This is an optimization exercise on Yosys and OpenROAD, whose aim is small area, a short achievable clock period and few clock cycles per item, not a production implementation.
RTL that was checked went through simulation tests only; none was proved equivalent to the original.
Power is estimated from default activity; no workload was simulated.

## dmem_wait
module dmem_wait (
    input  logic        clk,
    input  logic        reset,
    input  logic        req,
    input  logic        we,
    input  logic [1:0]  size,
    input  logic        signed_ld,
    input  logic [31:0] addr,
    input  logic [31:0] wdata,
    output logic [31:0] rdata,
    output logic        ready,
    output logic        err,
    output logic [31:0] io_out
);
    logic [63:0][31:0] r_mem;
    logic [31:0]       r_io_out;
    logic [31:0]       r_cyc;
    logic [31:0]       r_rdata;
    logic              r_ready;
    logic              r_err;
    logic        w_io, w_err, w_err_m, w_byte, w_half, w_word, w_ld, w_st;
    logic [1:0]  a;
    logic [3:0]  w_lane;
    logic [31:0] w_wrep;
    logic [31:0] w_cyc_next;
    always_comb begin
        a      = addr[1:0];
        w_io   = &addr[31:16];
        w_byte = (size == 2'd0);
        w_half = (size == 2'd1);
        w_word = (size == 2'd2);
        w_err_m = (size == 2'd3) | (w_half & a[0]) | (w_word & (a != 2'd0));
        w_err  = w_err_m | (w_io & ~w_word);
        w_ld   = ~we & ~w_err_m;
        w_st   = req & we & ~w_err;
        w_lane[0] = w_word | (w_half & ~a[1]) | (w_byte & (a == 2'd0));
        w_lane[1] = w_word | (w_half & ~a[1]) | (w_byte & (a == 2'd1));
        w_lane[2] = w_word | (w_half &  a[1]) | (w_byte & (a == 2'd2));
        w_lane[3] = w_word | (w_half &  a[1]) | (w_byte & (a == 2'd3));
        w_wrep[7:0]   = wdata[7:0];
        w_wrep[15:8]  = w_byte ? wdata[7:0] : wdata[15:8];
        w_wrep[23:16] = w_word ? wdata[23:16] : wdata[7:0];
        w_wrep[31:24] = w_word ? wdata[31:24] : (w_half ? wdata[15:8] : wdata[7:0]);
        w_cyc_next = r_cyc + 32'd1;
    end
    logic [7:0][3:0]  r_st_hl_n;
    logic [7:0]       r_st_lo_n;
    logic [31:0]      r_st_data;    
    logic [3:0]       w_lane_we;
    logic [63:0][3:0] w_we;
    assign w_lane_we = {4{req & we & ~w_err_m & ~w_io}} & w_lane;
    always_ff @(posedge clk) begin
        for (int h = 0; h < 8; h++) begin
            for (int k = 0; k < 4; k++) r_st_hl_n[h][k] <= ~((addr[7:5] == 3'(h)) & w_lane_we[k]);
        end
  ...
Size: ~4700 cells after synthesis, ~2200 flip-flops.
export LEC_CHECK = 0
export CAP_MARGIN = 20
export CORE_MARGIN = 2
export CORE_UTILIZATION = 65
export CTS_CLUSTER_DIAMETER = 100
export CTS_CLUSTER_SIZE = 22
export GPL_ROUTABILITY_DRIVEN = 0
export SETUP_SLACK_MARGIN = 2.4
export SLEW_MARGIN = 20
export SYNTH_HIERARCHICAL = 1
export SYNTH_MINIMUM_KEEP_SIZE = 0
export TNS_END_PERCENT = 100
create_clock -name core_clock -period 5.0 [get_ports {clk}]
standard.sh (not shown) runs the stock make flow with config.mk's settings and CLKGATE_MAP_FILE= SYNTH_SCRIPT=/design/flow/synth_recipe.tcl, a recipe that flattens the netlist after the stock synthesis.
==> flow/flow/run.sh <==
#!/bin/bash
# Own flow: the standard layout (standard.sh, with the standard flow's synthesis and the
# settings of config.mk), except that the input and output ports are buffered
# with buf_4 cells instead of the cell buffer_ports picks by default.
set -euo pipefail
export BUFFER_PORTS_ARGS="-buffer_cell sky130_fd_sc_hd__buf_4"
bash standard.sh finish > make_finish.log 2>&1
Testbench counts at the start, summed over its fixed seeds: cycles 24,000, items 12,000.
Change:
--- a/flow/config.mk
+++ b/flow/config.mk
@@ -13 +12,0 @@
-export GPL_ROUTABILITY_DRIVEN = 0
Result: The new run ran to the end with no violations. Combinational power barely changes. Die area is unchanged. Via count fell by 0.43%. Power stays flat. Clock power stays flat. Setup slack improves by 67 ps. Clock skew went down by 16 ps. Cell count is about the same. Routed wire length is about the same. Hold slack degrades by 3.3 ps. Cell area barely changes.
Change:
--- a/flow/config.mk
+++ b/flow/config.mk
@@ -10 +10 @@
-export CORE_UTILIZATION = 65
+export CORE_UTILIZATION = 58
Result:
- The changed run completed without violations
- core utilization falls by 7.5 points
- setup slack loses 53 ps
- clock-buffer cell count rises by 1
- wire length rises by 5.4%
- maximum frequency falls by 2.0%
- via count hardly moves
- first-iteration DRC count falls by 14%
- sequential share of layout area falls by 0.59 points
- synthesized area does not change
- non-clock buffer count rises by 34
- global-route usage falls by 1.3 points
Change:
--- a/flow/config.mk
+++ b/flow/config.mk
@@ -10 +10 @@
-export CORE_UTILIZATION = 58
+export CORE_UTILIZATION = 65
@@ -13 +13 @@
-export SETUP_SLACK_MARGIN = 2.4
+export SETUP_SLACK_MARGIN = 2.5
After rerunning:
- The changed run completed without violations
- sequential cell count is unchanged
- setup slack improved by 37 ps
- clock skew hardly moves
- design area decreases by 0.38%
- global-route usage increases by 2.8 points
- non-clock buffer count decreases by 35
- total power decreases by 0.44%
- via count increases by 0.40%
- combinational power hardly moves
- cell count decreases by 3.8%
- clock-buffer cell count decreases by 1

wip/violet:
dmem_wait, a different RTL version from the one above (not shown whole).
For scale: ~4600 cells after synthesis, ~2200 flip-flops, roughly 140 I/O pins, roughly 0.081 sq mm of cells after synthesis.
==> flow/config.mk <==
export PLATFORM = sky130hd
export DESIGN_NAME = dmem_wait
export DESIGN_NICKNAME = dmem_wait
export VERILOG_FILES = /design/flow/design.v
export SDC_FILE = /design/flow/constraint.sdc
export NUM_CORES = 4
export LEC_CHECK = 0
export CAP_MARGIN = 0
export CORE_MARGIN = 2
export CORE_UTILIZATION = 65
export CTS_CLUSTER_DIAMETER = 100
export CTS_CLUSTER_SIZE = 22
export SETUP_SLACK_MARGIN = 2.7
export SLEW_MARGIN = 0
export SYNTH_HIERARCHICAL = 1
export SYNTH_MINIMUM_KEEP_SIZE = 0
export TNS_END_PERCENT = 10
==> flow/constraint.sdc <==
create_clock -name core_clock -period 5.0 [get_ports {clk}]
set_input_delay 1.0000 -clock core_clock [delete_from_list [all_inputs] [get_ports {clk}]]
set_output_delay 1.0000 -clock core_clock [all_outputs]
set_load 0.01 [all_outputs]
Scripts as last shown in full above: flow/flow/run.sh
Per the final summary, wip/violet finished and its layout is clean on timing, DRC and antenna.
For wip/ember, these inputs were changed with respect to wip/violet:
- CAP_MARGIN now 20, was 0
- SLEW_MARGIN now 20, was 0
- SETUP_SLACK_MARGIN now 3.0, was 2.7
- TNS_END_PERCENT now 25, was 10
### Flow results
No stage failed in wip/ember, and the final checks on the layout all came back clean.
Compared with wip/violet, wip/ember ends up with more cell area.
Switching component of the power in wip/ember is about 1.3% higher than in wip/violet
Going from wip/violet to wip/ember, the footprint of the multi-input gates was found to have gone up by 0.0014 sq mm.
Shortest period the worst path allows, wip/violet and wip/ember, higher one = wip/violet.
As of wip/ember, wire length of the first global-routing pass had risen slightly compared to wip/violet.
Compared to wip/violet, the router laid down more metal wire for wip/ember.
wip/ember — area growth from synthesis to final layout 3.7 points higher, wip/violet as reference
Run comparison: wip/ember most crowded layer after global routing met1; wip/violet most crowded layer after global routing met2
Clock skew: wip/violet vs wip/ember — no meaningful difference
Re path length in cells of the critical path: wip/ember is 10 up on wip/violet.
The maximum frequency in wip/violet is 0.935 times that in wip/ember.
No functional check of the RTL was part of any run of this note.

Another version of the RTL of dmem_wait (not shown whole).
Size in the first run: about 140 I/O pins, about 0.080 mm^2 of cells after synthesis.
clock: 5.0 ns
lec_check: 0
cap_margin: 20
core_margin: 2
core_utilization: 50
cts_cluster_diameter: 100
cts_cluster_size: 22
setup_slack_margin: 2.7
slew_margin: 20
synth_hierarchical: 1
synth_minimum_keep_size: 0
tns_end_percent: 10
Scripts as last shown in full above: flow/flow/run.sh
Testbench counts at the start, summed over its fixed seeds: cycles 24,000, items 12,000.
Rerun with:
--- a/flow/config.mk
+++ b/flow/config.mk
@@ -9,3 +9,3 @@
 export CORE_MARGIN = 2
-export CORE_UTILIZATION = 50
+export CORE_UTILIZATION = 65
 export CTS_CLUSTER_DIAMETER = 100
What happened: Clock power came out lower by 2.3%; register-to-register slack gains 0.05 ns; count of clock-buffer cells in the layout came out higher by 21; total power came out lower by 0.83%; final area came out lower by 1.2%; fmax came out lower by 2.4%; sequential cell count does not change; sequential share of layout area came out higher by 0.73 points; sequential power hardly moves; wire length came out lower by 5.0%; synthesized cell count is unchanged.

## run A
dmem_wait with an RTL version that a note above also has.
For scale: about 4700 cells after synthesis, roughly 2200 flip-flops, ~140 I/O pins.
Design dmem_wait, start of the top module:
module dmem_wait (
    input  logic        clk,
    input  logic        reset,
    input  logic        req,
    input  logic        we,
    input  logic [1:0]  size,
    input  logic        signed_ld,
    input  logic [31:0] addr,
    input  logic [31:0] wdata,
    output logic [31:0] rdata,
    output logic        ready,
    output logic        err,
    output logic [31:0] io_out
);
==> flow/config.mk <==
export PLATFORM = sky130hd
export DESIGN_NAME = dmem_wait
export DESIGN_NICKNAME = dmem_wait
export VERILOG_FILES = /design/flow/design.v
export SDC_FILE = /design/flow/constraint.sdc
export NUM_CORES = 4
export LEC_CHECK = 0
export CAP_MARGIN = 20
export CORE_MARGIN = 2
export CORE_UTILIZATION = 65
export CTS_CLUSTER_DIAMETER = 100
export CTS_CLUSTER_SIZE = 18
export SETUP_SLACK_MARGIN = 2.4
export SLEW_MARGIN = 20
export SYNTH_HIERARCHICAL = 1
export SYNTH_MINIMUM_KEEP_SIZE = 0
export TNS_END_PERCENT = 100
==> flow/constraint.sdc <==
create_clock -name core_clock -period 5.0 [get_ports {clk}]
set_input_delay 1.0000 -clock core_clock [delete_from_list [all_inputs] [get_ports {clk}]]
set_output_delay 1.0000 -clock core_clock [all_outputs]
set_load 0.01 [all_outputs]
Scripts as last shown in full above: flow/flow/run.sh
Testbench counts of run A, summed over its fixed seeds: cycles 24,000, items 12,000.
diff inputs: run A => run B
Settings: SETUP_SLACK_MARGIN changed from 2.4 to 2.6; CTS_CLUSTER_SIZE changed from 18 to 22.
Results
- Run B: flow completed, timing, DRC and antenna clean
- Compared with run A, run B shows a tightest slew margin relative to the limit that is 0.57 points higher.
- Relative to run A, antenna cell count increased by 5 in run B.
- Worst setup slack, run B and run A: lower on run B
- On post-route fraction of the period consumed by the critical path: between run B and run A, it ends up lower for run A.
- Summary of the comparison: pre-CTS setup slack is higher in run B, relative to run A.
Edits applied to the flow inputs when going from run B to run C:
Settings: CORE_UTILIZATION: 65 -> 72; SETUP_SLACK_MARGIN: 2.6 -> 2.4.
## What came out
Total power: run C below run B
Looking at first-pass GRT wire length across both flows, run C is the stronger of the two, with run B trailing.
Final area: higher on run B
diff inputs: run C => run D
Settings: CORE_UTILIZATION changed from 72 to 65; SETUP_SLACK_MARGIN changed from 2.4 to 2.2.
Notes after the runs:
Across both runs, non-clock buffering overhead in the final layout was lower for run D than for run C. Run C ended up with flop to flop as its worst min-delay path class; run D ended up with primary input to flop. Run D vs. run C: highest ir drop seen on vdd has decreased, width of the die now larger. Per the comparison of run D with run C, worst setup slack saw a decrease; die area saw an increase; area of the core region saw an increase. ~same share of the final layout cell area in multi-input gates in run C and run D. From run C to run D the numbers moved as follows: endpoint required time on the critical path decreased by 0.07 ns relative to the old numbers, number of inserted filler cells in the final layout increased 2062, fraction of power consumed by combinational cells essentially unchanged, total power now sits at about the same level. A launch point of the critical path of addr[4] is what run D shows, while addr[3] belongs to run C. Of the two values seen for global-route layer with the greatest usage, met1 was produced by run D and met2 by run C.

Setup of the baseline:
Another version of the RTL of dmem_wait (not shown whole).
For scale: ~140 I/O pins, roughly 82000 um2 of cells after synthesis.
export LEC_CHECK = 0
export CAP_MARGIN = 20
export CORE_MARGIN = 2
export CORE_UTILIZATION = 65
export CTS_CLUSTER_DIAMETER = 100
export CTS_CLUSTER_SIZE = 22
export SETUP_SLACK_MARGIN = 2.7
export SLEW_MARGIN = 20
export SYNTH_HIERARCHICAL = 1
export SYNTH_MINIMUM_KEEP_SIZE = 0
export TNS_END_PERCENT = 30
create_clock -name core_clock -period 5.0 [get_ports {clk}]
Scripts as last shown in full above: flow/flow/run.sh
Testbench counts of the baseline, summed over its fixed seeds: cycles 24,000, items 12,000.
> inputs changed (the baseline -> the candidate)
- a change of TNS_END_PERCENT from 30 to 10
Findings:
Slack of the worst reg-to-reg path is lower on the baseline
On number of antenna violations at the first check in global routing: between the candidate and the baseline, it ends up lower for the baseline.
Taking the baseline as the reference, in the candidate combinational logic power dropped about 4%, wire length dropped about 1.4%, depth of the worst register-to-register path climbed 3, worst hold margin climbed 34 ps.
Of the candidate and the baseline, the candidate shows the higher final critical path time including I/O delays and setup, with the baseline below it.
| number of placed instances with taps included | the candidate vs the baseline | ≈ equal |
In terms of mean instance size in the synthesized netlist, the candidate and the baseline differ only marginally.

==> re-timing with driven ports <==
Ports are ideal in the flow. The routed layouts listed here were re-timed in OpenROAD.
Step 1 sets driving cells, clkbuf_16 on the clock port and buf_2 on the other inputs (assumed; they add their load-dependent delay and slew).
Step 2 times the ports against the registers' clock, not the clock port: input delays grow and output delays shrink by t, the midpoint of the rising clock arrivals with the driver on.
Three values: ideal ports, drivers, drivers and shift; two values: the first two.
run | shift t [ns] | setup slack, ns | worst setup path after step 2 | worst slew at a driven data input, ns
the first run of note 1 | 0.841 | 2.317 / 2.079 / 1.239 | input to register | 0.39
the second run of note 1 | 0.837 | 2.385 / 2.169 / 1.332 | input to register | 0.38
the third run of note 1 | 0.847 | 2.332 / 2.028 / 1.180 | input to register | 0.41
the fourth run of note 1 | 0.831 | 2.368 / 2.164 / 1.334 | input to register | 0.39
wip/violet | 0.841 | 2.141 / 1.996 / 1.155 | input to register | 0.45
wip/ember | 0.839 | 2.327 / 2.066 / 1.227 | input to register | 0.40
the first run of note 3 | 0.841 | 2.327 / 2.039 / 1.198 | input to register | 0.56
the second run of note 3 | 0.820 | 2.261 / 1.903 / 1.083 | input to register | 0.53
run A | 0.885 | 2.342 / 2.167 / 1.282 | input to register | 0.36
run B | 0.835 | 2.312 / 2.137 / 1.302 | input to register | 0.40
run C | 0.819 | 2.206 / 1.842 / 1.023 | input to register | 0.49
run D | 0.822 | 2.167 / 2.075 / 1.253 | input to register | 0.27
the baseline | 0.837 | 2.382 / 2.084 / 1.246 | input to register | 0.54
the candidate | 0.848 | 2.343 / 2.060 / 1.212 | input to register | 0.53
After both steps every run listed still meets setup and hold. For run C, which loses most, drivers alone change the setup slack by -0.364 ns; drivers and shift together by -1.183 ns.
